Background: an optimization exercise with open tools, aiming at small area and a short achievable clock period. Do not read the settings as production practice. Function was checked by simulation only, so behaviour that the tests miss may differ from the original. Power figures rest on the tool's default switching activity, not on a simulated workload.

<file path="design/flow/constraint.sdc">
create_clock -name core_clock -period 12.0 [get_ports {sys_clk}]
set_input_delay 2.4000 -clock core_clock [delete_from_list [all_inputs] [get_ports {sys_clk}]]
set_output_delay 2.4000 -clock core_clock [all_outputs]
set_load 0.01 [all_outputs]
</file>
<file path="design/flow/standard.sh">
#!/bin/bash
# synth_recipe.tcl (not shown) runs the flow's synth.tcl, then flattens the netlist and writes it again
# the make line also repeats each setting of config.mk as NAME=value (left out here)
make -C /OpenROAD-flow-scripts/flow DESIGN_CONFIG=/design/flow/config.mk WORK_HOME=/design/flow/orfs CLKGATE_MAP_FILE= SYNTH_SCRIPT=/design/flow/synth_recipe.tcl "${@:-finish}"
</file>
<file path="design/flow/flow/cts.txt">
-sink_clustering_size 35 -sink_clustering_max_diameter 60
</file>
<file path="design/flow/flow/run.sh">
#!/bin/bash
# Own layout flow: the standard layout (standard.sh, unchanged synthesis),
# with repair_timing asked for a larger setup margin so that it optimises the
# paths below the 12 ns constraint as well, and a flatter clock tree without
# dummy loads. flow/extra.txt holds further make variables, one per line.
# Full output of the ORFS run goes to standard.log here; ORFS also keeps each
# step's log under orfs/logs/.
set -euo pipefail
MARGIN=$(cat flow/margin.txt)
CTS="-sink_clustering_enable -repair_clock_nets -dont_use_dummy_load $(cat flow/cts.txt)"
EXTRA=()
if [[ -f flow/extra.txt ]]; then
	while IFS= read -r line; do
		[[ -n "$line" ]] && EXTRA+=("$line")
	done < flow/extra.txt
fi
bash standard.sh SETUP_SLACK_MARGIN="$MARGIN" "CTS_ARGS=$CTS" "${EXTRA[@]}" finish > standard.log 2>&1
</file>
<file path="design/flow/flow/margin.txt">
8.5
</file>
<file path="design/flow/config.mk">
export PLATFORM = sky130hd
export DESIGN_NAME = frame_gen_top
export DESIGN_NICKNAME = frame_gen_top
export VERILOG_FILES = /design/flow/design.v
export SDC_FILE = /design/flow/constraint.sdc
export NUM_CORES = 4
export LEC_CHECK = 0
export CAP_MARGIN = 20
export CORE_MARGIN = 2
export CORE_UTILIZATION = 60
export SLEW_MARGIN = 20
export SYNTH_HIERARCHICAL = 1
</file>
<file path="design/flow/design.v">
`default_nettype none
package frame_gen_pkg;
	typedef logic [47:0] mac_addr_t;
	typedef logic [31:0] ip_addr_t;
	typedef logic [15:0] udp_port_t;
	typedef logic [2:0]  cfg_addr_t;
	typedef logic [31:0] cfg_word_t;
	typedef enum logic [1:0] {
		KIND_UDP  = 2'd0,
		KIND_ARP  = 2'd1,
		KIND_ICMP = 2'd2
	} frame_kind_t;
	typedef struct packed {
		logic      enable;
		mac_addr_t local_mac;
		ip_addr_t  local_ip;
		mac_addr_t peer_mac;
		ip_addr_t  peer_ip;
		udp_port_t src_port;
		udp_port_t dst_port;
	} frame_cfg_t;
	typedef struct packed {
		logic [7:0] data;
		logic       last;
	} stream_beat_t;
	localparam cfg_addr_t REG_CTRL         = 3'd0;  
	localparam cfg_addr_t REG_LOCAL_MAC_HI = 3'd1;
	localparam cfg_addr_t REG_LOCAL_MAC_LO = 3'd2;
	localparam cfg_addr_t REG_LOCAL_IP     = 3'd3;
	localparam cfg_addr_t REG_PEER_MAC_HI  = 3'd4;
	localparam cfg_addr_t REG_PEER_MAC_LO  = 3'd5;
	localparam cfg_addr_t REG_PEER_IP      = 3'd6;
	localparam cfg_addr_t REG_PORTS        = 3'd7;  
	localparam mac_addr_t DEF_LOCAL_MAC = 48'h0024_7EDF_CA5E;
	localparam ip_addr_t  DEF_LOCAL_IP  = {8'd192, 8'd168, 8'd0, 8'd119};
	localparam mac_addr_t DEF_PEER_MAC  = 48'h00D0_0800_0002;
	localparam ip_addr_t  DEF_PEER_IP   = {8'd192, 8'd168, 8'd0, 8'd110};
	localparam udp_port_t DEF_PORT      = 16'd8080;
	localparam logic [15:0] ETH_TYPE_IPV4  = 16'h0800;
	localparam logic [15:0] ETH_TYPE_ARP   = 16'h0806;
	localparam logic [15:0] ARP_OP_REQUEST = 16'h0001;
	localparam logic [7:0]  IP_PROTO_UDP   = 8'd17;
	localparam logic [7:0]  IP_PROTO_ICMP  = 8'd1;
	localparam logic [7:0]  IP_TTL         = 8'h80;
	localparam logic [31:0]  UDP_FLAG_WORD = 32'hE1EC_0C0D;
	localparam logic [127:0] UDP_PAYLOAD   = 128'h1234_5611_1134_5678_1234_5678_AABB_CCDD;
	localparam logic [15:0]  ICMP_ID       = 16'h0001;
	localparam logic [15:0]  ICMP_SEQ      = 16'h0005;
	localparam logic [255:0] ICMP_PAYLOAD  =
		256'h6162_6364_6566_6768_696a_6b6c_6d6e_6f70_7172_7374_7576_7761_6263_6465_6667_6869;
	localparam int ETH_HDR_BYTES   = 14;
	localparam int IP_HDR_BYTES    = 20;
	localparam int ARP_BYTES       = 42;
	localparam int ICMP_BYTES      = 74;
	localparam int UDP_BYTES       = 62;
	localparam int MIN_FRAME_BYTES = 60;
	localparam int FCS_BYTES       = 4;
	localparam int MAX_BODY_BYTES  = ICMP_BYTES;
	localparam int BYTE_IDX_W      = $clog2(MAX_BODY_BYTES);
	localparam int FRAMES_PER_KIND   = 5;
	localparam int FRAME_CNT_W       = $clog2(FRAMES_PER_KIND);
	localparam int GAP_CYCLES        = 16;
	localparam int GAP_CNT_W         = $clog2(GAP_CYCLES);
	localparam logic [31:0] CRC_POLY = 32'hEDB8_8320;
	function automatic int padded_len(input int n);
		int r;
		if (n < MIN_FRAME_BYTES)
			r = MIN_FRAME_BYTES;
		else
			r = n;
		padded_len = r;
	endfunction
endpackage
`default_nettype wire
`timescale 1ns/1ps
`default_nettype none
module frame_cfg_wr (
	input  logic       sys_rst,
	input  logic       cfg_we,
	input  frame_gen_pkg::cfg_addr_t  cfg_addr,
	input  frame_gen_pkg::cfg_word_t  cfg_wdata,
	output logic [7:0]  we0,
	output logic [7:0]  we1,
	output logic [7:0]  hold,
	output logic [31:0] d_one
);
	always_comb
		for (int a = 0; a < 8; a++) begin
			we0[a]  = !sys_rst && cfg_we && (cfg_addr == 3'(a));
			we1[a]  = sys_rst || (cfg_we && (cfg_addr == 3'(a)));
			hold[a] = !we1[a];
		end
	assign d_one = sys_rst ? 32'hFFFF_FFFF : cfg_wdata;
endmodule
module frame_cfg_regs (
	input  logic       sys_clk,
	input  logic       sys_rst,
	input  logic       cfg_we,
	input  frame_gen_pkg::cfg_addr_t  cfg_addr,
	input  frame_gen_pkg::cfg_word_t  cfg_wdata,
	output frame_gen_pkg::frame_cfg_t cfg
);
	logic [7:0]  we0;
	logic [7:0]  we1;
	logic [7:0]  hold;
	logic [31:0] d_one;
	frame_cfg_wr u_wr (
		.sys_rst   (sys_rst),
		.cfg_we    (cfg_we),
		.cfg_addr  (cfg_addr),
		.cfg_wdata (cfg_wdata),
		.we0       (we0),
		.we1       (we1),
		.hold      (hold),
		.d_one     (d_one)
	);
	function automatic logic [31:0] upd(input int a, input logic [31:0] def, input logic [31:0] q);
		upd = ({32{we0[a]}} & ~def & cfg_wdata) | ({32{we1[a]}} & def & d_one) | ({32{hold[a]}} & q);
	endfunction
	always_ff @(posedge sys_clk) begin
		cfg.enable           <= 1'(upd(frame_gen_pkg::REG_CTRL, 32'h0, 32'(cfg.enable)));
		cfg.local_mac[47:32] <= 16'(upd(frame_gen_pkg::REG_LOCAL_MAC_HI, 32'(frame_gen_pkg::DEF_LOCAL_MAC[47:32]),
			32'(cfg.local_mac[47:32])));
		cfg.local_mac[31:0]  <= upd(frame_gen_pkg::REG_LOCAL_MAC_LO, frame_gen_pkg::DEF_LOCAL_MAC[31:0], cfg.local_mac[31:0]);
		cfg.local_ip         <= upd(frame_gen_pkg::REG_LOCAL_IP, frame_gen_pkg::DEF_LOCAL_IP, cfg.local_ip);
		cfg.peer_mac[47:32]  <= 16'(upd(frame_gen_pkg::REG_PEER_MAC_HI, 32'(frame_gen_pkg::DEF_PEER_MAC[47:32]),
			32'(cfg.peer_mac[47:32])));
		cfg.peer_mac[31:0]   <= upd(frame_gen_pkg::REG_PEER_MAC_LO, frame_gen_pkg::DEF_PEER_MAC[31:0], cfg.peer_mac[31:0]);
		cfg.peer_ip          <= upd(frame_gen_pkg::REG_PEER_IP, frame_gen_pkg::DEF_PEER_IP, cfg.peer_ip);
		{cfg.src_port, cfg.dst_port} <= upd(frame_gen_pkg::REG_PORTS,
			{frame_gen_pkg::DEF_PORT, frame_gen_pkg::DEF_PORT}, {cfg.src_port, cfg.dst_port});
	end
endmodule
module frame_reg #(
	parameter int W = 8
) (
	input  logic         sys_clk,
	input  logic         load,
	input  logic         keep,
	input  logic [W-1:0] d,
	output logic [W-1:0] q
);
	always_ff @(posedge sys_clk)
		q <= ({W{load}} & d) | ({W{keep}} & q);
endmodule
`default_nettype wire
`timescale 1ns/1ps
`default_nettype none
module frame_byte_dec (
	input  frame_gen_pkg::frame_kind_t kind,
	input  logic [6:0]  idx,
	output logic [24:0] sel,
	output logic [7:0]  cbyte
);
	logic [7:0] lo;   
	logic [9:0] hi;   
	logic k_udp, k_arp, k_icmp, k_ip;
	assign k_arp  = (kind == frame_gen_pkg::KIND_ARP);
	assign k_icmp = (kind == frame_gen_pkg::KIND_ICMP);
	assign k_udp  = !k_arp && !k_icmp;
	assign k_ip   = !k_arp;
	always_comb begin
		for (int i = 0; i < 8; i++)
			lo[i] = (idx[2:0] == 3'(i));
		for (int i = 0; i < 10; i++)
			hi[i] = (idx[6:3] == 4'(i));
	end
	assign sel[0] = (k_ip && hi[0] && lo[1]);  
	assign sel[1] = (k_ip && hi[0] && lo[2]);  
	assign sel[2] = (k_ip && hi[0] && lo[3]);  
	assign sel[3] = (k_ip && hi[0] && lo[4]);  
	assign sel[4] = (k_ip && hi[0] && lo[5]);  
	assign sel[5] = (k_arp && hi[2] && lo[6]) || (hi[0] && lo[6]);  
	assign sel[6] = (k_arp && hi[2] && lo[7]) || (hi[0] && lo[7]);  
	assign sel[7] = (k_arp && hi[3] && lo[0]) || (hi[1] && lo[0]);  
	assign sel[8] = (k_arp && hi[3] && lo[1]) || (hi[1] && lo[1]);  
	assign sel[9] = (k_arp && hi[3] && lo[2]) || (hi[1] && lo[2]);  
	assign sel[10] = (k_arp && hi[3] && lo[3]) || (hi[1] && lo[3]);  
	assign sel[11] = (k_arp && hi[3] && lo[4]) || (k_ip && hi[3] && lo[2]);  
	assign sel[12] = (k_arp && hi[3] && lo[5]) || (k_ip && hi[3] && lo[3]);  
	assign sel[13] = (k_arp && hi[3] && lo[6]) || (k_ip && hi[3] && lo[4]);  
	assign sel[14] = (k_arp && hi[3] && lo[7]) || (k_ip && hi[3] && lo[5]);  
	assign sel[15] = (k_arp && hi[4] && lo[6]) || (k_ip && hi[3] && lo[6]);  
	assign sel[16] = (k_arp && hi[4] && lo[7]) || (k_ip && hi[3] && lo[7]);  
	assign sel[17] = (k_arp && hi[5] && lo[0]) || (k_ip && hi[4] && lo[0]);  
	assign sel[18] = (k_arp && hi[5] && lo[1]) || (k_ip && hi[4] && lo[1]);  
	assign sel[19] = (k_udp && hi[4] && lo[2]);  
	assign sel[20] = (k_udp && hi[4] && lo[3]);  
	assign sel[21] = (k_udp && hi[4] && lo[4]);  
	assign sel[22] = (k_udp && hi[4] && lo[5]);  
	assign sel[23] = (k_ip && hi[3] && lo[0]);  
	assign sel[24] = (k_ip && hi[3] && lo[1]);  
	assign cbyte[0] = (k_arp && hi[0] && (lo[1] || lo[2] || lo[3] || lo[4] || lo[5])) || (k_arp && hi[1] && lo[7]) || (k_arp && hi[2] && lo[5]) || (k_icmp && hi[4] && (lo[4] || lo[7])) || (k_icmp && hi[5] && (lo[1] || lo[4] || lo[6])) || (k_icmp && hi[6] && (lo[0] || lo[4] || lo[6])) || (k_icmp && hi[7] && (lo[0] || lo[2] || lo[4] || lo[6])) || (k_icmp && hi[8] && (lo[0] || lo[1] || lo[3] || lo[5] || lo[7])) || (k_icmp && hi[9] && lo[1]) || (k_udp && hi[5] && lo[5]) || (k_udp && hi[6] && lo[1]) || (k_udp && hi[7] && (lo[3] || lo[5])) || (k_ip && hi[1] && lo[6]) || (k_ip && hi[2] && lo[7]) || (k_ip && hi[5] && lo[2]) || (k_ip && hi[6] && lo[2]);
	assign cbyte[1] = (k_arp && hi[0] && (lo[1] || lo[2] || lo[3] || lo[4] || lo[5])) || (k_arp && hi[1] && lo[5]) || (k_arp && hi[2] && lo[2]) || (k_icmp && hi[4] && lo[5]) || (k_icmp && hi[5] && (lo[3] || lo[4] || lo[7])) || (k_icmp && hi[6] && (lo[3] || lo[7])) || (k_icmp && hi[7] && (lo[4] || lo[7])) || (k_icmp && hi[8] && (lo[0] || lo[2] || lo[3] || lo[6] || lo[7])) || (k_udp && hi[5] && lo[6]) || (k_udp && hi[6] && lo[6]) || (k_udp && hi[7] && lo[2]) || (k_ip && hi[6] && (lo[0] || lo[4])) || (k_ip && hi[7] && (lo[0] || lo[3]));
	assign cbyte[2] = (k_arp && hi[0] && (lo[1] || lo[2] || lo[3] || lo[4] || lo[5])) || (k_arp && hi[1] && lo[5]) || (k_arp && hi[2] && (lo[2] || lo[3])) || (k_icmp && hi[2] && lo[1]) || (k_icmp && hi[4] && (lo[4] || lo[5])) || (k_icmp && hi[5] && (lo[1] || lo[6])) || (k_icmp && hi[6] && (lo[5] || lo[6])) || (k_icmp && hi[7] && (lo[6] || lo[7])) || (k_icmp && hi[8] && (lo[0] || lo[4] || lo[5] || lo[6] || lo[7])) || (k_udp && hi[4] && lo[7]) || (k_udp && hi[5] && (lo[3] || lo[4])) || (k_udp && hi[6] && (lo[3] || lo[4])) || (k_udp && hi[7] && lo[4]) || (k_ip && hi[1] && lo[6]) || (k_ip && hi[5] && (lo[5] || lo[7])) || (k_ip && hi[6] && (lo[0] || lo[7])) || (k_ip && hi[7] && (lo[0] || lo[5]));
	assign cbyte[3] = (k_arp && hi[0] && (lo[1] || lo[2] || lo[3] || lo[4] || lo[5])) || (k_arp && hi[2] && lo[0]) || (k_icmp && hi[2] && lo[1]) || (k_icmp && hi[4] && (lo[2] || lo[4])) || (k_icmp && hi[6] && (lo[1] || lo[2] || lo[3] || lo[4] || lo[6] || lo[7])) || (k_icmp && hi[7] && lo[0]) || (k_icmp && hi[9] && (lo[0] || lo[1])) || (k_udp && hi[4] && lo[7]) || (k_udp && hi[5] && (lo[3] || lo[4] || lo[5])) || (k_udp && hi[7] && (lo[1] || lo[2] || lo[3] || lo[4] || lo[5])) || (hi[1] && lo[4]) || (k_ip && hi[6] && lo[5]);
	assign cbyte[4] = (k_arp && hi[0] && (lo[1] || lo[2] || lo[3] || lo[4] || lo[5])) || (k_icmp && hi[4] && lo[5]) || (k_icmp && hi[7] && (lo[2] || lo[4] || lo[6] || lo[7])) || (k_icmp && hi[8] && lo[0]) || (k_udp && hi[2] && lo[7]) || (k_udp && hi[4] && lo[7]) || (k_udp && hi[5] && (lo[6] || lo[7])) || (k_udp && hi[6]) || (k_udp && hi[7] && lo[0]) || (k_ip && hi[2] && lo[1]) || (k_ip && hi[7] && (lo[1] || lo[3] || lo[5]));
	assign cbyte[5] = (k_arp && hi[0] && (lo[1] || lo[2] || lo[3] || lo[4] || lo[5])) || (k_icmp && hi[5] && (lo[4] || lo[5] || lo[6])) || (k_icmp && hi[6] && (lo[0] || lo[1] || lo[2] || lo[4] || lo[6])) || (k_icmp && hi[7] && (lo[0] || lo[4] || lo[5] || lo[6] || lo[7])) || (k_icmp && hi[8]) || (k_icmp && hi[9] && (lo[0] || lo[1])) || (k_ip && hi[2] && lo[1]) || (k_ip && hi[5] && (lo[2] || lo[3] || lo[7])) || (k_ip && hi[6] && (lo[3] || lo[5] || lo[7])) || (k_ip && hi[7] && (lo[1] || lo[2] || lo[3]));
	assign cbyte[6] = (k_arp && hi[0] && (lo[1] || lo[2] || lo[3] || lo[4] || lo[5])) || (k_icmp && hi[4] && (lo[4] || lo[5])) || (k_icmp && hi[5] && (lo[4] || lo[5] || lo[6] || lo[7])) || (k_icmp && hi[6] && (lo[1] || lo[2] || lo[3] || lo[6] || lo[7])) || (k_icmp && hi[7] && (lo[2] || lo[3] || lo[6] || lo[7])) || (k_icmp && hi[8]) || (k_icmp && hi[9] && (lo[0] || lo[1])) || (k_ip && hi[1] && lo[6]) || (k_ip && hi[2] && lo[4]) || (k_ip && hi[5] && (lo[2] || lo[3])) || (k_ip && hi[6] && (lo[0] || lo[4] || lo[5])) || (k_ip && hi[7] && (lo[0] || lo[1] || lo[4] || lo[5]));
	assign cbyte[7] = (k_arp && hi[0] && (lo[1] || lo[2] || lo[3] || lo[4] || lo[5])) || (k_udp && hi[5] && (lo[2] || lo[3])) || (k_udp && hi[7] && (lo[2] || lo[3] || lo[4] || lo[5])) || (k_ip && hi[2] && lo[6]);
endmodule
module frame_byte_sel (
	input  logic [24:0] sel,
	input  logic [7:0]  cbyte,
	input  frame_gen_pkg::mac_addr_t peer_mac,
	input  frame_gen_pkg::mac_addr_t local_mac,
	input  frame_gen_pkg::ip_addr_t  local_ip,
	input  frame_gen_pkg::ip_addr_t  peer_ip,
	input  frame_gen_pkg::udp_port_t src_port,
	input  frame_gen_pkg::udp_port_t dst_port,
	input  logic [15:0] ip_csum,
	output logic [7:0]  byte_out
);
	always_comb begin
		byte_out = cbyte;
		byte_out = byte_out | ({8{sel[0]}} & peer_mac[39:32]);
		byte_out = byte_out | ({8{sel[1]}} & peer_mac[31:24]);
		byte_out = byte_out | ({8{sel[2]}} & peer_mac[23:16]);
		byte_out = byte_out | ({8{sel[3]}} & peer_mac[15:8]);
		byte_out = byte_out | ({8{sel[4]}} & peer_mac[7:0]);
		byte_out = byte_out | ({8{sel[5]}} & local_mac[47:40]);
		byte_out = byte_out | ({8{sel[6]}} & local_mac[39:32]);
		byte_out = byte_out | ({8{sel[7]}} & local_mac[31:24]);
		byte_out = byte_out | ({8{sel[8]}} & local_mac[23:16]);
		byte_out = byte_out | ({8{sel[9]}} & local_mac[15:8]);
		byte_out = byte_out | ({8{sel[10]}} & local_mac[7:0]);
		byte_out = byte_out | ({8{sel[11]}} & local_ip[31:24]);
		byte_out = byte_out | ({8{sel[12]}} & local_ip[23:16]);
		byte_out = byte_out | ({8{sel[13]}} & local_ip[15:8]);
		byte_out = byte_out | ({8{sel[14]}} & local_ip[7:0]);
		byte_out = byte_out | ({8{sel[15]}} & peer_ip[31:24]);
		byte_out = byte_out | ({8{sel[16]}} & peer_ip[23:16]);
		byte_out = byte_out | ({8{sel[17]}} & peer_ip[15:8]);
		byte_out = byte_out | ({8{sel[18]}} & peer_ip[7:0]);
		byte_out = byte_out | ({8{sel[19]}} & src_port[15:8]);
		byte_out = byte_out | ({8{sel[20]}} & src_port[7:0]);
		byte_out = byte_out | ({8{sel[21]}} & dst_port[15:8]);
		byte_out = byte_out | ({8{sel[22]}} & dst_port[7:0]);
		byte_out = byte_out | ({8{sel[23]}} & ip_csum[15:8]);
		byte_out = byte_out | ({8{sel[24]}} & ip_csum[7:0]);
	end
endmodule
`default_nettype wire
`timescale 1ns/1ps
`default_nettype none
module fcs_crc_step (
	input  logic [31:0] cinv,
	input  logic [7:0]  x,
	output logic [31:0] cinv_next
);
	function automatic logic [31:0] crc_tab(input logic [7:0] v);
		logic [31:0] r;
		r = {24'h0, v};
		for (int b = 0; b < 8; b++)
			r = r[0] ? ((r >> 1) ^ frame_gen_pkg::CRC_POLY) : (r >> 1);
		crc_tab = r;
	endfunction
	assign cinv_next = {8'hFF, cinv[31:8]} ^ crc_tab(x);
endmodule
`default_nettype wire
`timescale 1ns/1ps
`default_nettype none
module frame_gen_top (
	input  logic         sys_clk,
	input  logic         sys_rst,
	input  logic         cfg_we,
	input  frame_gen_pkg::cfg_addr_t    cfg_addr,
	input  frame_gen_pkg::cfg_word_t    cfg_wdata,
	output frame_gen_pkg::stream_beat_t tx_beat,
	output logic         tx_valid,
	input  logic         tx_ready
);
	frame_gen_pkg::frame_cfg_t  cfg;
	frame_cfg_regs u_cfg_regs (
		.sys_clk   (sys_clk),
		.sys_rst   (sys_rst),
		.cfg_we    (cfg_we),
		.cfg_addr  (cfg_addr),
		.cfg_wdata (cfg_wdata),
		.cfg       (cfg)
	);
	logic       frame_start;
	logic       frame_done;
	logic       valid;      
	logic       busy;       
	logic       gap_done;
	logic [4:0] cnt;
	logic [2:0] frame_cnt;
	frame_gen_pkg::frame_kind_t frame_kind;
	frame_gen_pkg::frame_kind_t next_kind;
	assign busy     = frame_start || valid || frame_done;
	assign gap_done = !busy && cfg.enable && (cnt == 5'd15);
	always_ff @(posedge sys_clk) begin
		if (sys_rst) begin
			cnt         <= '0;
			frame_start <= 1'b0;
		end else begin
			frame_start <= gap_done;
			if (busy) begin
				if (frame_done)
					cnt <= '0;
				else if (!frame_start && cnt != 5'd20)
					cnt <= cnt + 1'b1;
			end else if (!cfg.enable || gap_done) begin
				cnt <= '0;
			end else begin
				cnt <= cnt + 1'b1;
			end
		end
	end
	always_comb begin
		case (frame_kind)
			frame_gen_pkg::KIND_UDP: next_kind = frame_gen_pkg::KIND_ARP;
			frame_gen_pkg::KIND_ARP: next_kind = frame_gen_pkg::KIND_ICMP;
			default:  next_kind = frame_gen_pkg::KIND_UDP;
		endcase
	end
	always_ff @(posedge sys_clk) begin
		if (sys_rst) begin
			frame_kind <= frame_gen_pkg::KIND_UDP;
			frame_cnt  <= '0;
		end else if (frame_done) begin
			if (frame_cnt == 3'd4) begin
				frame_cnt  <= '0;
				frame_kind <= next_kind;
			end else begin
				frame_cnt <= frame_cnt + 1'b1;
			end
		end
	end
	frame_gen_pkg::mac_addr_t s_local_mac;
	frame_gen_pkg::ip_addr_t  s_local_ip;
	logic [39:0]              s_peer_mac;  
	frame_gen_pkg::ip_addr_t  s_peer_ip;
	frame_gen_pkg::udp_port_t s_src_port;
	frame_gen_pkg::udp_port_t s_dst_port;
	logic                     snap_keep;
	assign snap_keep = !frame_start;
	frame_reg #(.W(48)) u_s_local_mac (.sys_clk(sys_clk), .load(frame_start), .keep(snap_keep), .d(cfg.local_mac),       .q(s_local_mac));
	frame_reg #(.W(32)) u_s_local_ip  (.sys_clk(sys_clk), .load(frame_start), .keep(snap_keep), .d(cfg.local_ip),        .q(s_local_ip));
	frame_reg #(.W(40)) u_s_peer_mac  (.sys_clk(sys_clk), .load(frame_start), .keep(snap_keep), .d(cfg.peer_mac[39:0]),  .q(s_peer_mac));
	frame_reg #(.W(32)) u_s_peer_ip   (.sys_clk(sys_clk), .load(frame_start), .keep(snap_keep), .d(cfg.peer_ip),         .q(s_peer_ip));
	frame_reg #(.W(16)) u_s_src_port  (.sys_clk(sys_clk), .load(frame_start), .keep(snap_keep), .d(cfg.src_port),        .q(s_src_port));
	frame_reg #(.W(16)) u_s_dst_port  (.sys_clk(sys_clk), .load(frame_start), .keep(snap_keep), .d(cfg.dst_port),        .q(s_dst_port));
	logic [15:0] cs_acc;
	logic        cs_c;
	logic [3:0]  cs_nib;
	logic [4:0]  cs_sum;
	logic [63:0] cs_words;
	logic [15:0] ip_csum;
	assign cs_words = {s_peer_ip, s_local_ip};
	assign cs_nib   = cnt[4] ? 4'h0 : cs_words[cnt[3:0]*4 +: 4];
	assign cs_sum   = 5'(cs_acc[3:0]) + 5'(cs_nib) + 5'(cs_c);
	always_ff @(posedge sys_clk) begin
		if (frame_start) begin
			cs_c   <= 1'b0;
			cs_acc <= (frame_kind == frame_gen_pkg::KIND_ICMP) ? 16'h053E : 16'h0542;
		end else if (cnt != 5'd20) begin
			cs_c   <= cs_sum[4];
			cs_acc <= {cs_sum[3:0], cs_acc[15:4]};
		end
	end
	assign ip_csum = ~{cs_acc[15:1], cs_acc[0] | cs_c};
	logic [6:0]  nidx;
	logic [6:0]  last_idx;
	logic [24:0] nsel;
	logic [7:0]  nconst;
	logic [7:0]  nxt_byte;
	always_comb begin
		case (frame_kind)
			frame_gen_pkg::KIND_ARP:  last_idx = 7'd59;
			frame_gen_pkg::KIND_ICMP: last_idx = 7'd73;
			default:                  last_idx = 7'd61;
		endcase
	end
	frame_byte_dec u_byte_dec (
		.kind  (frame_kind),
		.idx   (nidx),
		.sel   (nsel),
		.cbyte (nconst)
	);
	frame_byte_sel u_byte_sel (
		.sel       (nsel),
		.cbyte     (nconst),
		.peer_mac  ({8'h00, s_peer_mac}),
		.local_mac (s_local_mac),
		.local_ip  (s_local_ip),
		.peer_ip   (s_peer_ip),
		.src_port  (s_src_port),
		.dst_port  (s_dst_port),
		.ip_csum   (ip_csum),
		.byte_out  (nxt_byte)
	);
	logic [7:0]  out_data;
	logic        out_last;
	logic        fcs;        
	logic        is_last;    
	logic [1:0]  fcs_cnt;
	logic [31:0] cinv;
	logic [7:0]  crc_x;
	logic [31:0] cinv_next;
	logic        xfer;
	logic        crc_keep;
	assign xfer     = valid && tx_ready;
	assign crc_x    = fcs ? 8'h00 : (~cinv[7:0] ^ out_data);
	assign crc_keep = !xfer && !frame_start;
	fcs_crc_step u_crc_step (.cinv(cinv), .x(crc_x), .cinv_next(cinv_next));
	frame_reg #(.W(32)) u_crc (.sys_clk(sys_clk), .load(xfer), .keep(crc_keep), .d(cinv_next), .q(cinv));
	always_ff @(posedge sys_clk) begin
		if (sys_rst) begin
			valid      <= 1'b0;
			out_last   <= 1'b0;
			frame_done <= 1'b0;
		end else begin
			frame_done <= xfer && out_last;
			if (frame_start) begin
				valid    <= 1'b1;
				out_last <= 1'b0;
			end else if (xfer) begin
				if (out_last)
					valid <= 1'b0;
				out_last <= fcs && (fcs_cnt == 2'd2);
			end
		end
	end
	always_ff @(posedge sys_clk) begin
		if (frame_start) begin
			fcs      <= 1'b0;
			is_last  <= 1'b0;
			nidx     <= 7'd1;
		end else if (xfer) begin
			if (fcs || is_last) begin
				fcs      <= 1'b1;
				fcs_cnt  <= is_last ? 2'd0 : fcs_cnt + 1'b1;
				is_last  <= 1'b0;
			end else begin
				nidx     <= nidx + 1'b1;
				is_last  <= (nidx == last_idx);
			end
		end
	end
	logic [7:0] out_d;
	logic       out_load;
	logic       out_keep;
	assign out_load = frame_start || xfer;
	assign out_keep = !out_load;
	assign out_d    = frame_start ? ((frame_kind == frame_gen_pkg::KIND_ARP) ? 8'hFF : cfg.peer_mac[47:40])
		: (fcs || is_last) ? cinv_next[7:0] : nxt_byte;
	frame_reg #(.W(8)) u_out_data (.sys_clk(sys_clk), .load(out_load), .keep(out_keep), .d(out_d), .q(out_data));
	assign tx_valid     = valid;
	assign tx_beat.data = out_data;
	assign tx_beat.last = out_last;
endmodule
`default_nettype wire
</file>
==> flow_summary.ini, run 1 <==
[routing]
totalWireLength_um = 64200
post_drt_via_cell_ratio = 7.07
initialDrtViolationCount = 1948
route.vias.total = 15440
drt_first_pass_iters = 5
remaining_antenna_violation_count_after_routing = 0
post-route-drc-count = 0
post_drt_wl_per_cell_um = 29.4

[floorplan]
die-area_um2 = 34300
core_um2 = 32500
start_util_pct = 60.7
standard_cell_rows = 66
floorplan.die.width_um = 185
die_h_um = 185
top_level_ports = 49

[clocking]
ctsHtreeMaxLevel = 1
cts.sink_count = 459
cts_tree = done
cts_made_buffers = 31
ctsRootBufferMaster = sky130_fd_sc_hd__clkbuf_16
cts_buffer_depth = 3
worst_skew_pair.late_latency_ns = 0.61
cts_hold_repair.buffers = 0
clk_pin_slew_worst_paths_ns = 0.09

[placement]
hpwl_um = 40500
pre_cts_ws_ns = 6.99
routabilityCongestion = 0.911
port_buffers = 48

[global_routing]
grt_first_pass_wirelength_um = 94000
gr-total-overflow = 0
first_global_vias = 14279
grt_max_degree = 93
gr-usage-met3_pct = 6.33
grt_util_met1_pct = 51.3
grt_use_total_pct = 37.1
number_of_antenna_violations_at_the_first_check_in_global_routing = 0
global_route.usage.met2_pct = 56.4
top_usage_layer = met2

[sta]
finalClockSkew_ns = 0.0878
postLayoutSetupSlackWorst_ns = 8.47
finalSetupTns_ns = 0
max_slew.worst_pin.slew_ns = 1.15
unrepaired_setup_endpoints_after_global_routing = yes
slew_violations = 0
layout_worst_path_cycle_share_pct = 29.4
layout_min_cycle_time_ns = 3.53
timing.final.hold_violations = 0
slew_headroom_pct = 23.0
timing.fmax_mhz = 283
setup_viol = 0

[power]
internal_power_mw = 2.08
share_seq_of_total_power_pct = 59.5
leakage_nw = 8.46
comb_power_share_pct = 5.2
ir_worst_vdd_v = 0.000129
netSwitchingPower_mw = 0.605
netSwitchingFraction_pct = 22.5
post-layout-total-power_mw = 2.69
power.clock.fraction_pct = 35.3
power.density_cell_area_nw_per_um2 = 127

[critical_path]
crit_path_max_fanout = 8
critical_path_arrival_ns = 4.01
cp-end-kind = register
critPathRequiredTime_ns = 12.48
worstSetupStartpointType = register
timing.setup.critical_path_class = register to register

[layout]
final_layout_size_suffix_gt1_share_pct = 15.1
final-seq-area_um2 = 9390
footprint_of_the_multi_input_gates_um2 = 9290
n_fill_cell = 2615
mostFrequentLayoutCells = sky130_fd_sc_hd__a22o_1 (430), sky130_fd_sc_hd__dfxtp_1 (426), sky130_fd_sc_hd__nor2_1 (78)
layout.nets = 1800
layout-area-overhead-vs-synth_pct = 7.41
layout_commonest_cell = sky130_fd_sc_hd__a22o_1
antenna_cells = 0
layout.core_utilization_pct = 65.2

[yosys]
yosysWarnings = 17
synthesis.nets = 1821
synth_cells = 1765
synth_area_um2 = 19700
syn-mean-instance-area_um2 = 11.2

[flow_run]
cap_violations = 0

[worst_hold_path]
hp-class = register to register

[status]
run_status = timing/DRC/antenna clean
-- area by class of cell --
class / instances / area share [%]
flip-flops and latches: 459 / 44.4
multi-input cells: 1106 / 43.9
repair buffers: 109 / 4.65
clock buffers: 31 / 3.67
well taps: 442 / 2.61
inverters: 36 / 0.704
repair inverters: 1 / 0.0355
-- layer usage --
layer,routed length (um),up-vias
li1,-,6671
met1,26600,7667
met2,28000,899
met3,5980,203
met4,3690,0
met5,0,-
-- path summary, 6_finish.rpt --
| check | slack, ns | depth (start not counted) | startpoint | endpoint |
|---|---|---|---|---|
| setup reg to reg | 8.47 | 12 | frame_kind[0] | u_out_data.q[7] |
| hold reg to reg | 0.47 | 1 | u_cfg_regs.cfg[189] | u_s_local_mac.q[45] |
| hold / removal | 0.47 | 1 | u_cfg_regs.cfg[189] | u_s_local_mac.q[45] |
| setup / recovery | 8.47 | 12 | frame_kind[0] | u_out_data.q[7] |
-- worst max-delay path, cell delays in order (launching register included) --
cell and delay (ns):
sky130_fd_sc_hd__dfxtp_2 0.38, sky130_fd_sc_hd__inv_1 0.06, sky130_fd_sc_hd__ha_2 0.39, sky130_fd_sc_hd__nand3b_1 0.31, sky130_fd_sc_hd__or2_2 0.45, sky130_fd_sc_hd__nor2_1 0.58
sky130_fd_sc_hd__buf_4 0.35, sky130_fd_sc_hd__a221oi_2 0.12, sky130_fd_sc_hd__nand4_1 0.11, sky130_fd_sc_hd__or3_1 0.20, sky130_fd_sc_hd__mux2i_1 0.10, sky130_fd_sc_hd__a21oi_1 0.26
sky130_fd_sc_hd__a22o_1 0.18
-- power by group through the flow --
stage | Combinational, mW | Sequential (mW) | Clock, mW
after floorplan | 0.0738 | 1.63 | 0
after global placement | 0.123 | 1.63 | 0
after detailed placement | 0.125 | 1.63 | 0
after CTS | 0.135 | 1.60 | 0.953
after global routing | 0.145 | 1.60 | 1.01
final | 0.139 | 1.60 | 0.950
-- metrics by stage --
step	hold WS, ns	cells	cell area (um^2)
detailed placement	0.455	2123	19900
floorplan	0.439	1765	19700
global route	0.482	2184	21200
finish	0.469	2184	21200
CTS	0.461	2180	21100
global placement	0.452	2123	19900
-- what timing repair did --
item / in CTS / in global routing
setup endpoints to repair: 244 / 78
cloned: 5 / 1
pin swaps: 9 / 2
buffers inserted: 21 / 3
gates resized for setup: 81 / 46
-- flip-flops by register name, indices dropped and copies added, names as in the netlist, 8 cells and up --
| register | cells |
|---|---|
| cs_acc | 16 |
| u_cfg_regs.cfg | 193 |
| u_crc.q | 32 |
| u_out_data.q | 8 |
| u_s_dst_port.q | 16 |
| u_s_local_ip.q | 32 |
| u_s_local_mac.q | 48 |
| u_s_peer_ip.q | 32 |
| u_s_peer_mac.q | 40 |
| u_s_src_port.q | 16 |
==> run 2, diff against run 1 <==
--- a/design/flow/design.v
+++ b/design/flow/design.v
@@ -143,6 +143,20 @@
 	always_ff @(posedge sys_clk)
 		q <= ({W{load}} & d) | ({W{keep}} & q);
 endmodule
+module frame_reg2 #(
+	parameter int W = 8
+) (
+	input  logic         sys_clk,
+	input  logic         load_a,
+	input  logic [W-1:0] d_a,
+	input  logic         load_b,
+	input  logic [W-1:0] d_b,
+	input  logic         keep,
+	output logic [W-1:0] q
+);
+	always_ff @(posedge sys_clk)
+		q <= ({W{load_a}} & d_a) | ({W{load_b}} & d_b) | ({W{keep}} & q);
+endmodule
 `default_nettype wire
 `timescale 1ns/1ps
 `default_nettype none
@@ -271,6 +285,11 @@
 	input  logic         tx_ready
 );
 	frame_gen_pkg::frame_cfg_t  cfg;
+	logic [6:0] nidx;      
+	logic       fcs;       
+	logic       is_last;   
+	logic       xfer;      
+	logic       body_adv;  
 	frame_cfg_regs u_cfg_regs (
 		.sys_clk   (sys_clk),
 		.sys_rst   (sys_rst),
@@ -284,28 +303,22 @@
 	logic       valid;      
 	logic       busy;       
 	logic       gap_done;
-	logic [4:0] cnt;
+	logic [3:0] gap_cnt;
 	logic [2:0] frame_cnt;
 	frame_gen_pkg::frame_kind_t frame_kind;
 	frame_gen_pkg::frame_kind_t next_kind;
 	assign busy     = frame_start || valid || frame_done;
-	assign gap_done = !busy && cfg.enable && (cnt == 5'd15);
+	assign gap_done = !busy && cfg.enable && (gap_cnt == 4'd15);
 	always_ff @(posedge sys_clk) begin
 		if (sys_rst) begin
-			cnt         <= '0;
+			gap_cnt     <= '0;
 			frame_start <= 1'b0;
 		end else begin
 			frame_start <= gap_done;
-			if (busy) begin
-				if (frame_done)
-					cnt <= '0;
-				else if (!frame_start && cnt != 5'd20)
-					cnt <= cnt + 1'b1;
-			end else if (!cfg.enable || gap_done) begin
-				cnt <= '0;
-			end else begin
-				cnt <= cnt + 1'b1;
-			end
+			if (busy || !cfg.enable || gap_done)
+				gap_cnt <= '0;
+			else
+				gap_cnt <= gap_cnt + 1'b1;
 		end
 	end
 	always_comb begin
@@ -338,7 +351,9 @@
 	assign snap_keep = !frame_start;
 	frame_reg #(.W(48)) u_s_local_mac (.sys_clk(sys_clk), .load(frame_start), .keep(snap_keep), .d(cfg.local_mac),       .q(s_local_mac));
 	frame_reg #(.W(32)) u_s_local_ip  (.sys_clk(sys_clk), .load(frame_start), .keep(snap_keep), .d(cfg.local_ip),        .q(s_local_ip));
-	frame_reg #(.W(40)) u_s_peer_mac  (.sys_clk(sys_clk), .load(frame_start), .keep(snap_keep), .d(cfg.peer_mac[39:0]),  .q(s_peer_mac));
+	frame_reg2 #(.W(16)) u_s_peer_mac_hi (.sys_clk(sys_clk), .load_a(frame_start), .d_a(cfg.peer_mac[39:24]),
+		.load_b(cs_run), .d_b(cs_d), .keep(pm_keep), .q(s_peer_mac[39:24]));
+	frame_reg #(.W(24)) u_s_peer_mac_lo (.sys_clk(sys_clk), .load(frame_start), .keep(snap_keep), .d(cfg.peer_mac[23:0]),  .q(s_peer_mac[23:0]));
 	frame_reg #(.W(32)) u_s_peer_ip   (.sys_clk(sys_clk), .load(frame_start), .keep(snap_keep), .d(cfg.peer_ip),         .q(s_peer_ip));
 	frame_reg #(.W(16)) u_s_src_port  (.sys_clk(sys_clk), .load(frame_start), .keep(snap_keep), .d(cfg.src_port),        .q(s_src_port));
 	frame_reg #(.W(16)) u_s_dst_port  (.sys_clk(sys_clk), .load(frame_start), .keep(snap_keep), .d(cfg.dst_port),        .q(s_dst_port));
@@ -348,20 +363,28 @@
 	logic [4:0]  cs_sum;
 	logic [63:0] cs_words;
 	logic [15:0] ip_csum;
+	logic [15:0] cs_d;
+	logic        cs_init;
+	logic        cs_step;
+	logic        cs_run;
+	logic        pm_keep;
+	assign cs_acc   = s_peer_mac[39:24];
+	assign cs_init  = body_adv && (nidx == 7'd2);
+	assign cs_step  = body_adv && (nidx >= 7'd3) && (nidx <= 7'd22);
+	assign cs_run   = cs_init || cs_step;
+	assign pm_keep  = !frame_start && !cs_run;
 	assign cs_words = {s_peer_ip, s_local_ip};
-	assign cs_nib   = cnt[4] ? 4'h0 : cs_words[cnt[3:0]*4 +: 4];
+	assign cs_nib   = (nidx >= 7'd19) ? 4'h0 : cs_words[nidx[3:0]*4 +: 4];
 	assign cs_sum   = 5'(cs_acc[3:0]) + 5'(cs_nib) + 5'(cs_c);
+	assign cs_d     = cs_init ? ((frame_kind == frame_gen_pkg::KIND_ICMP) ? 16'h53E0 : 16'h5420)
+		: {cs_sum[3:0], cs_acc[15:4]};
 	always_ff @(posedge sys_clk) begin
-		if (frame_start) begin
-			cs_c   <= 1'b0;
-			cs_acc <= (frame_kind == frame_gen_pkg::KIND_ICMP) ? 16'h053E : 16'h0542;
-		end else if (cnt != 5'd20) begin
-			cs_c   <= cs_sum[4];
-			cs_acc <= {cs_sum[3:0], cs_acc[15:4]};
-		end
+		if (cs_init)
+			cs_c <= 1'b0;
+		else if (cs_step)
+			cs_c <= cs_sum[4];
 	end
-	assign ip_csum = ~{cs_acc[15:1], cs_acc[0] | cs_c};
-	logic [6:0]  nidx;
+	assign ip_csum = ~{cs_acc[3:1], cs_acc[0] | cs_c, cs_acc[15:4]};
 	logic [6:0]  last_idx;
 	logic [24:0] nsel;
 	logic [7:0]  nconst;
@@ -393,15 +416,13 @@
 	);
 	logic [7:0]  out_data;
 	logic        out_last;
-	logic        fcs;        
-	logic        is_last;    
 	logic [1:0]  fcs_cnt;
 	logic [31:0] cinv;
 	logic [7:0]  crc_x;
 	logic [31:0] cinv_next;
-	logic        xfer;
 	logic        crc_keep;
 	assign xfer     = valid && tx_ready;
+	assign body_adv = xfer && !fcs && !is_last;
 	assign crc_x    = fcs ? 8'h00 : (~cinv[7:0] ^ out_data);
 	assign crc_keep = !xfer && !frame_start;
 	fcs_crc_step u_crc_step (.cinv(cinv), .x(crc_x), .cinv_next(cinv_next));
==> design/flow/flow/cts.txt (replaced) <==
-sink_clustering_size 30 -sink_clustering_max_diameter 100
==> design/flow/flow/margin.txt (replaced) <==
8.7
==> run 2 against run 1 <==
Clock skew down 0.0066 ns. Combinational power decreased by 4%. Sequential power down 5%. Sequential cell count is 17 lower. Clock power is 22% lower. Highest routed layer is now met5.
==> flow_summary.ini, run 2 <==
[power]
netSwitchingPower_mw = 0.550
netSwitchingFraction_pct = 23.0
power.density_cell_area_nw_per_um2 = 113
post-layout-total-power_mw = 2.39
internal_power_mw = 1.84
share_seq_of_total_power_pct = 63.5
comb_power_share_pct = 5.6
ir_worst_vdd_v = 0.0000992
power.clock.fraction_pct = 30.9
leakage_nw = 8.66

[floorplan]
die-area_um2 = 33500
die_h_um = 183
core_um2 = 31600
floorplan.die.width_um = 183
top_level_ports = 49
start_util_pct = 61.0
standard_cell_rows = 65

[layout]
layout_commonest_cell = sky130_fd_sc_hd__dfxtp_1
final_layout_size_suffix_gt1_share_pct = 18.2
mostFrequentLayoutCells = sky130_fd_sc_hd__dfxtp_1 (421), sky130_fd_sc_hd__a22o_1 (409), sky130_fd_sc_hd__buf_4 (84)
final-seq-area_um2 = 8910
top_register = u_cfg_regs.cfg
n_fill_cell = 2454
layout-area-overhead-vs-synth_pct = 10.0
antenna_cells = 0
layout_top_registers = u_cfg_regs.cfg (193), u_s_local_mac.q (48)
layout.nets = 1829
largest_register_ff_count = 193
footprint_of_the_multi_input_gates_um2 = 9440

[critical_path]
cpLargestDelayFamily = flip-flops
cp-end-kind = primary output
worstSetupStartpointType = register
cp.buffers_inverters = 1
critPathRequiredTime_ns = 9.60
crit_path_max_fanout = 2
crit_chain = buf_6
slowest_stage = sky130_fd_sc_hd__dfxtp_2
worst_path_largest_cell_delay_ns = 0.38
critical_path_arrival_ns = 1.03
timing.setup.critical_path_class = register to primary output

[sta]
timing.final.hold_violations = 0
slew_violations = 0
layout_worst_path_cycle_share_pct = 28.6
unrepaired_setup_endpoints_after_global_routing = yes
timing.fmax_mhz = 292
layout_min_cycle_time_ns = 3.43
finalClockSkew_ns = 0.0812
setup_viol = 0
finalSetupTns_ns = 0
slew_headroom_pct = 21.9
max_slew.worst_pin.slew_ns = 1.17

[yosys]
synthesis.nets = 1818
synth_cells = 1763
syn-mean-instance-area_um2 = 10.9
yosysWarnings = 18
synth_area_um2 = 19300

[flow_run]
cap_violations = 0

[routing]
post_drt_wl_per_cell_um = 30.5
met3_wirelength_um = 7280
met2_wirelength_um = 28700
route.top_layer_used = met5
m1WireLength_um = 26300
drt_first_pass_iters = 8
totalWireLength_um = 66400
post_drt_via_cell_ratio = 7.22
remaining_antenna_violation_count_after_routing = 0
route.vias.total = 15692
initialDrtViolationCount = 2186
post-route-drc-count = 0

[clocking]
clk_pin_slew_worst_paths_ns = 0.12
cts_hold_repair.buffers = 0
worst_skew_pair.late_latency_ns = 0.57
cts_made_buffers = 19
ctsRootBufferMaster = sky130_fd_sc_hd__clkbuf_16
cts_buffer_depth = 3
ctsHtreeMaxLevel = 1
cts.sink_count = 442
cts_tree = done

[global_routing]
grt_max_degree = 95
gr-total-overflow = 0
grt_first_pass_wirelength_um = 95600
first_global_vias = 14365
number_of_antenna_violations_at_the_first_check_in_global_routing = 1
grt_use_total_pct = 38.0

[placement]
hpwl_um = 41000
routabilityCongestion = 0.959
port_buffers = 48

[status]
run_status = timing/DRC/antenna clean

[worst_hold_path]
hp-class = register to register
run 2: final cells by class:
type	instances	share of cell area, %
Multi-Input combinational cell	1103	44.6
Sequential cell	442	42.1
Timing Repair Buffer	158	7.82
Inverter	49	0.916
Tap cell	402	2.37
Timing Repair inverter	1	0.0236
Clock buffer	19	2.24
run 2: final timing paths:
check / slack [ns] / from / cells past startpoint / endpoint
worst max register to register: 8.67 / nidx[1] / 12 / u_out_data.q[0]
worst min register to register: 0.44 / u_cfg_regs.cfg[81] / 1 / u_s_peer_mac_lo.q[17]
worst max-delay path: 8.57 / u_out_data.q[2] / 1 / tx_beat[3]
worst min-delay path: 0.44 / u_cfg_regs.cfg[81] / 1 / u_s_peer_mac_lo.q[17]
run 2: per-stage QoR:
step | setup WS [ns] | hold slack (ns) | utilization [%] | area [um^2] | cells
final | 8.57 | 0.445 | 67.1 | 21200 | 2174
after global routing | 8.55 | 0.460 | 67.1 | 21200 | 2174
after CTS | 8.57 | 0.450 | 65.7 | 20700 | 2142
after detailed placement | 6.89 | 0.454 | 61.7 | 19500 | 2076
after global placement | 6.96 | 0.453 | 61.7 | 19500 | 2076
after floorplan | 8.35 | 0.439 | - | 19600 | 1763
run 2: repair_timing:
action / CTS / global route
setup buffers: 41 / 27
gates cloned: 6 / 5
pin swaps: 13 / 12
gates resized for setup: 151 / 46
endpoints found under the setup margin: 271 / 104
run 2: power groups by stage:
| stage | Clock [mW] | Sequential (mW) | Combinational [mW] |
|---|---|---|---|
| 3_5_place_dp | 0 | 1.55 | 0.109 |
| 2_1_floorplan | 0 | 1.55 | 0.0704 |
| 3_3_place_gp | 0 | 1.55 | 0.108 |
| 4_1_cts | 0.741 | 1.52 | 0.124 |
| 6_report | 0.739 | 1.52 | 0.133 |
| 5_1_grt | 0.795 | 1.52 | 0.134 |
run 2: metal layers:
layer  global-route usage (%)  vias up
li1                         -     6740
met1                     52.4     7724
met2                     57.7     1009
met3                     7.21      217
met4                     18.4        2
met5                        0        -
==> run 3, diff against run 2 <==
==> design/flow/flow/margin.txt (replaced) <==
8.5
==> run 3 against run 2 <==
Clock power shrank 0.5%. Hold slack better by 0.021 ns. Non-clock buffer count decreased by 37. Global-route usage fell by 0.59 points. Sequential share of layout area is 1.0 points higher. Clock skew rose by 0.016 ns. Cell area is 2.4% lower. First-iteration DRC count grew 11%. Setup slack worse by 0.14 ns.
==> flow_summary.ini, run 3 <==
[status]
run_status = timing/DRC/antenna clean

[yosys]
syn-mean-instance-area_um2 = 10.9
synth_area_um2 = 19300
synth_cells = 1763
synthesis.nets = 1818
yosysWarnings = 18

[floorplan]
die-area_um2 = 33500
start_util_pct = 61.0
floorplan.die.width_um = 183
standard_cell_rows = 65
core_um2 = 31600
top_level_ports = 49
die_h_um = 183

[power]
ir_worst_vdd_v = 0.000119
leakage_nw = 8.37
power.density_cell_area_nw_per_um2 = 115

[layout]
layout-area-overhead-vs-synth_pct = 7.34
layout.nets = 1793
top_register = u_cfg_regs.cfg
layout.core_utilization_pct = 65.5
layout_top_registers = u_cfg_regs.cfg (193), u_s_local_mac.q (48)
layout_commonest_cell = sky130_fd_sc_hd__dfxtp_1
n_fill_cell = 2555
mostFrequentLayoutCells = sky130_fd_sc_hd__dfxtp_1 (421), sky130_fd_sc_hd__a22o_1 (409), sky130_fd_sc_hd__nor2_1 (77)
final_layout_size_suffix_gt1_share_pct = 15.6
largest_register_ff_count = 193

[global_routing]
first_global_vias = 14357
grt_max_degree = 106
grt_use_total_pct = 37.4
gr-total-overflow = 0
number_of_antenna_violations_at_the_first_check_in_global_routing = 2
grt_first_pass_wirelength_um = 94500

[clocking]
cts_made_buffers = 19
ctsHtreeMaxLevel = 1
cts_hold_repair.buffers = 0
ctsRootBufferMaster = sky130_fd_sc_hd__clkbuf_16
cts_buffer_depth = 3
cts.sink_count = 442
worst_skew_pair.late_latency_ns = 0.56
clk_pin_slew_worst_paths_ns = 0.11
cts_tree = done

[flow_run]
cap_violations = 0

[critical_path]
worstSetupStartpointType = primary input
slowest_stage = sky130_fd_sc_hd__nand3b_1
path_common_cell = sky130_fd_sc_hd__buf_4
critPathRequiredTime_ns = 12.47
crit_path_max_fanout = 58
worst_path_largest_cell_delay_ns = 0.41
cp-end-kind = register
timing.setup.critical_path_class = primary input to register
critical_path_arrival_ns = 4.04
rr_worst_depth = 11
crit_chain = buf_2 -> clkbuf_8 -> nand3b_1 -> buf_4 -> nor3_1 -> buf_4 -> a22o_1

[sta]
max_slew.worst_pin.slew_ns = 1.21
unrepaired_setup_endpoints_after_global_routing = yes
layout_worst_path_cycle_share_pct = 29.7
postLayoutSetupSlackWorst_ns = 8.43
slew_violations = 0
timing.final.hold_violations = 0
finalSetupTns_ns = 0
hold-worst-slack_ns = 0.465
setup_viol = 0
slew_headroom_pct = 19.3
timing.fmax_mhz = 280
finalClockSkew_ns = 0.0973
layout_min_cycle_time_ns = 3.57

[worst_hold_path]
hp-class = register to register
whs_path_depth = 1

[routing]
drt_first_pass_iters = 6
remaining_antenna_violation_count_after_routing = 0
post_drt_wl_per_cell_um = 30.0
post_drt_via_cell_ratio = 7.27
totalWireLength_um = 64100
initialDrtViolationCount = 2422
route.vias.total = 15551
post-route-drc-count = 0

[placement]
pre_cts_ws_ns = 6.97
routabilityCongestion = 0.972
hpwl_um = 40600
port_buffers = 48
## run 3: repair_timing
item	4_1_cts	5_1_grt
endpoints found under the setup margin	266	124
pin swaps	10	2
buffers inserted	30	8
gates cloned	5	1
resized for setup	105	37
## run 3: worst paths after layout
path,from,end,slack [ns]
setup / recovery,sys_rst,u_cfg_regs.cfg[109],8.43
hold / removal,u_cfg_regs.cfg[128],u_s_local_ip.q[16],0.47
setup reg to reg,nidx[0],u_out_data.q[0],8.54
hold reg to reg,u_cfg_regs.cfg[128],u_s_local_ip.q[16],0.47
## run 3: cell type report
| type | count | area, um^2 | share of cell area [%] |
|---|---|---|---|
| tap | 402 | 503 | 2.43 |
| multi-input combinational | 1105 | 9350 | 45.2 |
| sequential | 442 | 8900 | 43.1 |
| clock buffer | 19 | 475 | 2.30 |
| inverter | 49 | 196 | 0.950 |
| antenna | 1 | 2.50 | 0.0121 |
| timing repair buffer | 121 | 1230 | 5.97 |
## run 3: through the flow
| step | std cells | cell area [um^2] | power, mW |
|---|---|---|---|
| floorplan | 1763 | 19300 | 1.61 |
| global placement | 2074 | 19400 | 1.66 |
| detailed placement | 2075 | 19400 | 1.66 |
| finish | 2139 | 20700 | 2.38 |
| global route | 2138 | 20700 | 2.45 |
| CTS | 2129 | 20500 | 2.38 |
## run 3: power breakdown
group	total (mW)	internal [mW]	leakage, nW	switching [mW]
Clock	0.735	0.287	0.234	0.448
Sequential	1.52	1.50	3.60	0.0188
Combinational	0.125	0.0510	4.54	0.0741
Total	2.38	1.84	8.37	0.541
## run 3: critical path: cells and delay by family
family / cells / cell delay [ns]
and+or+nand+nor: 2 / 0.54
AOI/OAI and AO/OA: 1 / 0.16
buffers and inverters: 4 / 0.85
## run 3: routing by layer
layer  track usage [%]  part of all wire, %  vias to the layer above
met3              7.23                   11                      221
li1                  -                    -                     6659
met5                 0                    0                        -
met2              57.4                   44                     1036
met4              16.4                  5.7                        0
met1              51.6                   40                     7635
==> run 4, diff against run 3 <==
==> design/flow/flow/margin.txt (replaced) <==
8.7
--- a/design/flow/config.mk
+++ b/design/flow/config.mk
@@ -10,3 +10,4 @@
 export CORE_UTILIZATION = 60
 export SLEW_MARGIN = 20
 export SYNTH_HIERARCHICAL = 1
+export TNS_END_PERCENT = 20
==> run 4 against run 3 <==
Still clean on timing, DRC and antenna. Wire length is 3.3% higher. Total power grew 0.14%. Clock power up 0.5%. Largest cell class unchanged. Largest power group unchanged.
==> flow_summary.ini, run 4 <==
[global_routing]
grt_max_degree = 116
global_route.usage.met2_pct = 57.6
top_usage_layer = met2
gr-total-overflow = 0
gr-usage-met3_pct = 7.76
number_of_antenna_violations_at_the_first_check_in_global_routing = 2
grt_use_total_pct = 37.6
grt_first_pass_wirelength_um = 94900
grt_util_met1_pct = 51.6
first_global_vias = 14550

[power]
power.density_cell_area_nw_per_um2 = 111
leakage_nw = 8.77
post-layout-total-power_mw = 2.38
ir_worst_vdd_v = 0.000116

[yosys]
syn-mean-instance-area_um2 = 10.9
yosysWarnings = 18
synth_area_um2 = 19300
synthesis.nets = 1818
synth_cells = 1763

[routing]
route.vias.total = 15723
post_drt_wl_per_cell_um = 30.2
post_drt_via_cell_ratio = 7.16
drt_first_pass_iters = 7
remaining_antenna_violation_count_after_routing = 0
initialDrtViolationCount = 2072
totalWireLength_um = 66200
post-route-drc-count = 0

[floorplan]
floorplan.die.width_um = 183
die-area_um2 = 33500
start_util_pct = 61.0
die_h_um = 183
standard_cell_rows = 65
core_um2 = 31600
top_level_ports = 49

[critical_path]
cp-end-kind = primary output
timing.setup.critical_path_class = register to primary output
critPathRequiredTime_ns = 9.60
crit_path_max_fanout = 3
cp.buffers_inverters = 1
critical_path_arrival_ns = 1.00
worst_path_largest_cell_delay_ns = 0.36
slowest_stage = sky130_fd_sc_hd__dfxtp_2
worstSetupStartpointType = register
crit_chain = buf_6
cpLargestDelayFamily = flip-flops

[sta]
slew_headroom_pct = 24.2
layout_min_cycle_time_ns = 3.40
timing.final.hold_violations = 0
timing.fmax_mhz = 294
layout_worst_path_cycle_share_pct = 28.3
setup_viol = 0
max_slew.worst_pin.slew_ns = 1.13
postLayoutSetupSlackWorst_ns = 8.60
slew_violations = 0
finalClockSkew_ns = 0.0769
unrepaired_setup_endpoints_after_global_routing = yes
finalSetupTns_ns = 0

[layout]
final_layout_size_suffix_gt1_share_pct = 19.5
footprint_of_the_multi_input_gates_um2 = 9460
top_register = u_cfg_regs.cfg
n_fill_cell = 2464
layout-area-overhead-vs-synth_pct = 11.1
mostFrequentLayoutCells = sky130_fd_sc_hd__dfxtp_1 (420), sky130_fd_sc_hd__a22o_1 (409), sky130_fd_sc_hd__buf_4 (102)
largest_register_ff_count = 193
layout.nets = 1849
layout_top_registers = u_cfg_regs.cfg (193), u_s_local_mac.q (48)
layout_commonest_cell = sky130_fd_sc_hd__dfxtp_1
final-seq-area_um2 = 8920

[placement]
port_buffers = 48
routabilityCongestion = 0.973
pre_cts_ws_ns = 6.86
hpwl_um = 40400

[clocking]
ctsRootBufferMaster = sky130_fd_sc_hd__clkbuf_16
ctsHtreeMaxLevel = 1
clk_pin_slew_worst_paths_ns = 0.11
cts_tree = done
cts_made_buffers = 19
cts.sink_count = 442
cts_buffer_depth = 3
worst_skew_pair.late_latency_ns = 0.56

[status]
run_status = timing/DRC/antenna clean

[worst_hold_path]
hp-class = register to register

[flow_run]
cap_violations = 0
[run 4: changes by cell type in the layout (fill, tap and decap cells not counted), moves of 4 or more]
cell                        before  now
sky130_fd_sc_hd__dfxtp_4         5    9
sky130_fd_sc_hd__clkbuf_16      20   26
sky130_fd_sc_hd__buf_4          49  102
sky130_fd_sc_hd__buf_6           5   16
sky130_fd_sc_hd__or3_4           2    7
sky130_fd_sc_hd__buf_2          12    6
sky130_fd_sc_hd__or3_1          11    6
[run 4: metrics by stage]
| step | util, % | instance area, um^2 | hold WS, ns | instances |
|---|---|---|---|---|
| after floorplan | - | 19400 | 0.439 | 1763 |
| after CTS | 65.3 | 20600 | 0.477 | 2143 |
| final | 67.8 | 21400 | 0.476 | 2195 |
| after detailed placement | 61.9 | 19500 | 0.456 | 2083 |
| after global placement | 61.9 | 19500 | 0.453 | 2083 |
| after global routing | 67.8 | 21400 | 0.490 | 2194 |
[run 4: path summary, 6_finish.rpt]
kind / startpoint / endpoint / slack [ns] / depth (start not counted)
min: u_cfg_regs.cfg[49] / u_cfg_regs.cfg[49] / 0.48 / 1
max: out_last / tx_beat[0] / 8.60 / 1
min reg2reg: u_cfg_regs.cfg[49] / u_cfg_regs.cfg[49] / 0.48 / 1
max reg2reg: nidx[2] / u_out_data.q[0] / 8.69 / 13
[run 4: per-layer routing]
metal / vias to the layer above / share of wire [%]
li1: 6768 / -
met1: 7727 / 39
met2: 1032 / 44
met3: 194 / 12
met4: 2 / 5.0
met5: - / 0.018
[run 4: what timing repair did]
item,4_1_cts,5_1_grt
gates resized for setup,137,74
hold buffers,0,0
setup endpoints to repair,276,212
cloned,3,7
endpoints found under the hold margin,0,0
setup buffers,38,44
pin swaps,6,18
[run 4: report_power, final]
part	leakage, nW	internal, mW	switching, mW
Clock	0.234	0.287	0.452
Sequential	3.61	1.50	0.0196
Combinational	4.93	0.0516	0.0731
Total	8.77	1.84	0.545
[run 4: cell type report]
class | count | share of cell area (%)
antenna | 1 | 0.0117
clock buffer | 19 | 2.22
inverter | 49 | 0.930
multi-input combinational | 1102 | 44.2
sequential | 442 | 41.7
tap | 402 | 2.35
timing repair buffer | 180 | 8.62
==> run 5, diff against run 4 <==
==> design/flow/flow/margin.txt (replaced) <==
9.3
--- a/design/flow/config.mk
+++ b/design/flow/config.mk
@@ -10,4 +10,4 @@
 export CORE_UTILIZATION = 60
 export SLEW_MARGIN = 20
 export SYNTH_HIERARCHICAL = 1
-export TNS_END_PERCENT = 20
+export TNS_END_PERCENT = 0
==> run 5 against run 4 <==
Core utilization shrank 2.2 points. Maximum frequency shrank 1.2%. Global-route usage shrank 0.44 points. Sequential power is essentially flat. First-iteration DRC count grew 3.4%. Clock-buffer cell count is the same. Register-to-register slack lost 0.06 ns. Sequential cell count is the same. Combinational power is essentially flat. Highest routed layer unchanged. Critical path depth grew 6. Still clean.
==> flow_summary.ini, run 5 <==
[status]
run_status = timing/DRC/antenna clean

[routing]
route.vias.total = 15585
post_drt_via_cell_ratio = 7.27
remaining_antenna_violation_count_after_routing = 0
post-route-drc-count = 0
post_drt_wl_per_cell_um = 30.1
drt_first_pass_iters = 7
initialDrtViolationCount = 2142
totalWireLength_um = 64400

[layout]
n_fill_cell = 2521
largest_register_ff_count = 193
top_register = u_cfg_regs.cfg
antenna_cells = 0
layout-area-overhead-vs-synth_pct = 7.47
layout.nets = 1798
instances_no_fill = 2143
layout_commonest_cell = sky130_fd_sc_hd__dfxtp_1
layout_top_registers = u_cfg_regs.cfg (193), u_s_local_mac.q (48)
mostFrequentLayoutCells = sky130_fd_sc_hd__dfxtp_1 (420), sky130_fd_sc_hd__a22o_1 (409), sky130_fd_sc_hd__nor2_1 (75)
final_layout_size_suffix_gt1_share_pct = 16.2

[worst_hold_path]
hp-class = register to register
worst_hold_startpoint = u_cfg_regs.cfg[12]
whs_path_depth = 1
min_delay_worst_endpoint = u_s_dst_port.q[12]

[critical_path]
critPathRequiredTime_ns = 12.48
worstReg2RegStart = nidx[3]
timing.setup.critical_path_class = primary input to register
cp-end-kind = register
startpoint = sys_rst
rr_worst_depth = 12
crit_path_max_fanout = 57
rr_endpoint = u_out_data.q[5]
setup.reg_to_reg.worst_slack_ns = 8.63
critical_path_arrival_ns = 3.92
worstSetupStartpointType = primary input

[floorplan]
start_util_pct = 61.0
die_h_um = 183
standard_cell_rows = 65
die-area_um2 = 33500
floorplan.die.width_um = 183
top_level_ports = 49
core_um2 = 31600

[global_routing]
grt_first_pass_wirelength_um = 94000
number_of_antenna_violations_at_the_first_check_in_global_routing = 1
grt_use_total_pct = 37.1
first_global_vias = 14273
grt_max_degree = 116
gr-total-overflow = 0

[sta]
finalSetupTns_ns = 0
setup_viol = 0
layout_worst_path_cycle_share_pct = 28.7
slew_headroom_pct = 22.2
timing.final.hold_violations = 0
timing.fmax_mhz = 291
slew_violations = 0
layout_min_cycle_time_ns = 3.44
unrepaired_setup_endpoints_after_global_routing = yes
max_slew.worst_pin.slew_ns = 1.16
finalClockSkew_ns = 0.0748

[placement]
post-place-cells = 2078
hpwl_um = 40900
port_buffers = 48
routabilityCongestion = 0.958

[power]
ir_worst_vdd_v = 0.000140
leakage_nw = 8.39
power.density_cell_area_nw_per_um2 = 115

[yosys]
synth_area_um2 = 19300
syn-mean-instance-area_um2 = 10.9
synth_cells = 1763
yosysWarnings = 18
synthesis.nets = 1818

[clocking]
cts_tree = done
ctsHtreeMaxLevel = 1
cts_made_buffers = 19
cts_hold_repair.buffers = 0
ctsRootBufferMaster = sky130_fd_sc_hd__clkbuf_16
clk_pin_slew_worst_paths_ns = 0.11
worst_skew_pair.late_latency_ns = 0.55
cts.sink_count = 442
cts_buffer_depth = 3

[flow_run]
cap_violations = 0
run 5: cell types whose count changed in the layout (fill, tap and decap cells not counted), sizes merged, moves of 2 or more:
cell / delta
dlygate4sd2: -3
clkbuf: -5
clkdlybuf4s15: +4
buf: -52
clkdlybuf4s50: +2
run 5: layout make-up:
type | instances | area, um^2 | area share (%)
well taps | 402 | 503 | 2.43
repair inverters | 1 | 7.51 | 0.0363
multi-input cells | 1104 | 9350 | 45.2
flip-flops and latches | 442 | 8910 | 43.0
inverters | 49 | 196 | 0.949
repair buffers | 126 | 1260 | 6.08
clock buffers | 19 | 475 | 2.30
run 5: repair_timing:
item,4_1_cts,5_1_grt
setup endpoints to repair,365,358
setup buffers,36,3
gates cloned,4,2
gates resized for setup,126,33
pin swaps,5,2
run 5: how the worst max path moves through the flow:
stage	endpoint	slack [ns]	cells past startpoint
5_1_grt	tx_valid	8.57	1
3_3_place_gp	u_cfg_regs.cfg[173]	6.97	4
2_1_floorplan	u_s_peer_mac_hi.q[10]	8.35	7
6_report	u_cfg_regs.cfg[13]	8.56	7
3_5_place_dp	u_cfg_regs.cfg[160]	6.92	4
4_1_cts	tx_valid	8.58	1
run 5: stage by stage:
step	setup slack [ns]	total power, mW	utilization [%]	hold WS, ns	instance area (um^2)
final	8.56	2.38	65.6	0.471	20700
after detailed placement	6.92	1.66	61.5	0.453	19400
after global placement	6.97	1.66	61.5	0.452	19400
after global routing	8.57	2.43	65.6	0.494	20700
after floorplan	8.35	1.61	-	0.439	19300
after CTS	8.58	2.37	64.9	0.469	20500
run 5: critical path, stage by stage:
cell and delay (ns):
sky130_fd_sc_hd__buf_2 0.11, sky130_fd_sc_hd__buf_12 0.17, sky130_fd_sc_hd__nand3b_1 0.24, sky130_fd_sc_hd__buf_4 0.19
sky130_fd_sc_hd__nor2_4 0.20, sky130_fd_sc_hd__buf_4 0.31, sky130_fd_sc_hd__a22o_2 0.19
run 5: metal layers:
| layer | global-route usage [%] | share of wire [%] | wire [um] | vias up |
|---|---|---|---|---|
| li1 | - | - | - | 6688 |
| met1 | 51.1 | 40 | 25900 | 7774 |
| met2 | 58.4 | 45 | 29100 | 939 |
| met3 | 6.87 | 9.8 | 6280 | 182 |
| met4 | 13.7 | 4.7 | 3060 | 2 |
| met5 | 1.48 | 0.099 | 64 | - |
run 5: where the power goes:
group	leakage (nW)	switching [mW]	total, mW	internal (mW)
Combinational	4.55	0.0713	0.122	0.0506
Sequential	3.60	0.0194	1.52	1.50
Clock	0.234	0.449	0.736	0.287
Total	8.39	0.540	2.38	1.84

## separate check: timing with driven ports
The flow's constraints put no driver on any port. The routed layouts listed below were extracted and timed again, unchanged, in two steps.
Step 1: set_driving_cell puts a clkbuf_16 on sys_clk and a buf_2 on each other input, an assumption about the parent block.
Step 2 times the ports against the registers' clock, not the clock port: input delays grow and output delays shrink by t, the midpoint of the rising clock arrivals with the driver on.
a / b / c = no drivers / after step 1 / after step 2; a / b = the first two.
run | t, ns | setup slack, ns | worst setup path at the end | slew at the worst register clock pin (ns)
run 1 | 0.627 | 8.469 / 8.469 / 7.873 | input to register | 0.10 / 0.10
run 2 | 0.579 | 8.570 / 8.518 / 8.015 | input to register | 0.12 / 0.12
run 3 | 0.573 | 8.434 / 8.466 / 7.893 | input to register | 0.12 / 0.12
run 4 | 0.579 | 8.602 / 8.547 / 8.079 | input to register | 0.12 / 0.12
run 5 | 0.573 | 8.561 / 8.538 / 8.025 | input to register | 0.12 / 0.12
After both steps setup and hold are still met in every run listed. For run 1, which loses most, drivers alone change the setup slack by 0.000 ns; drivers and shift together by -0.596 ns.
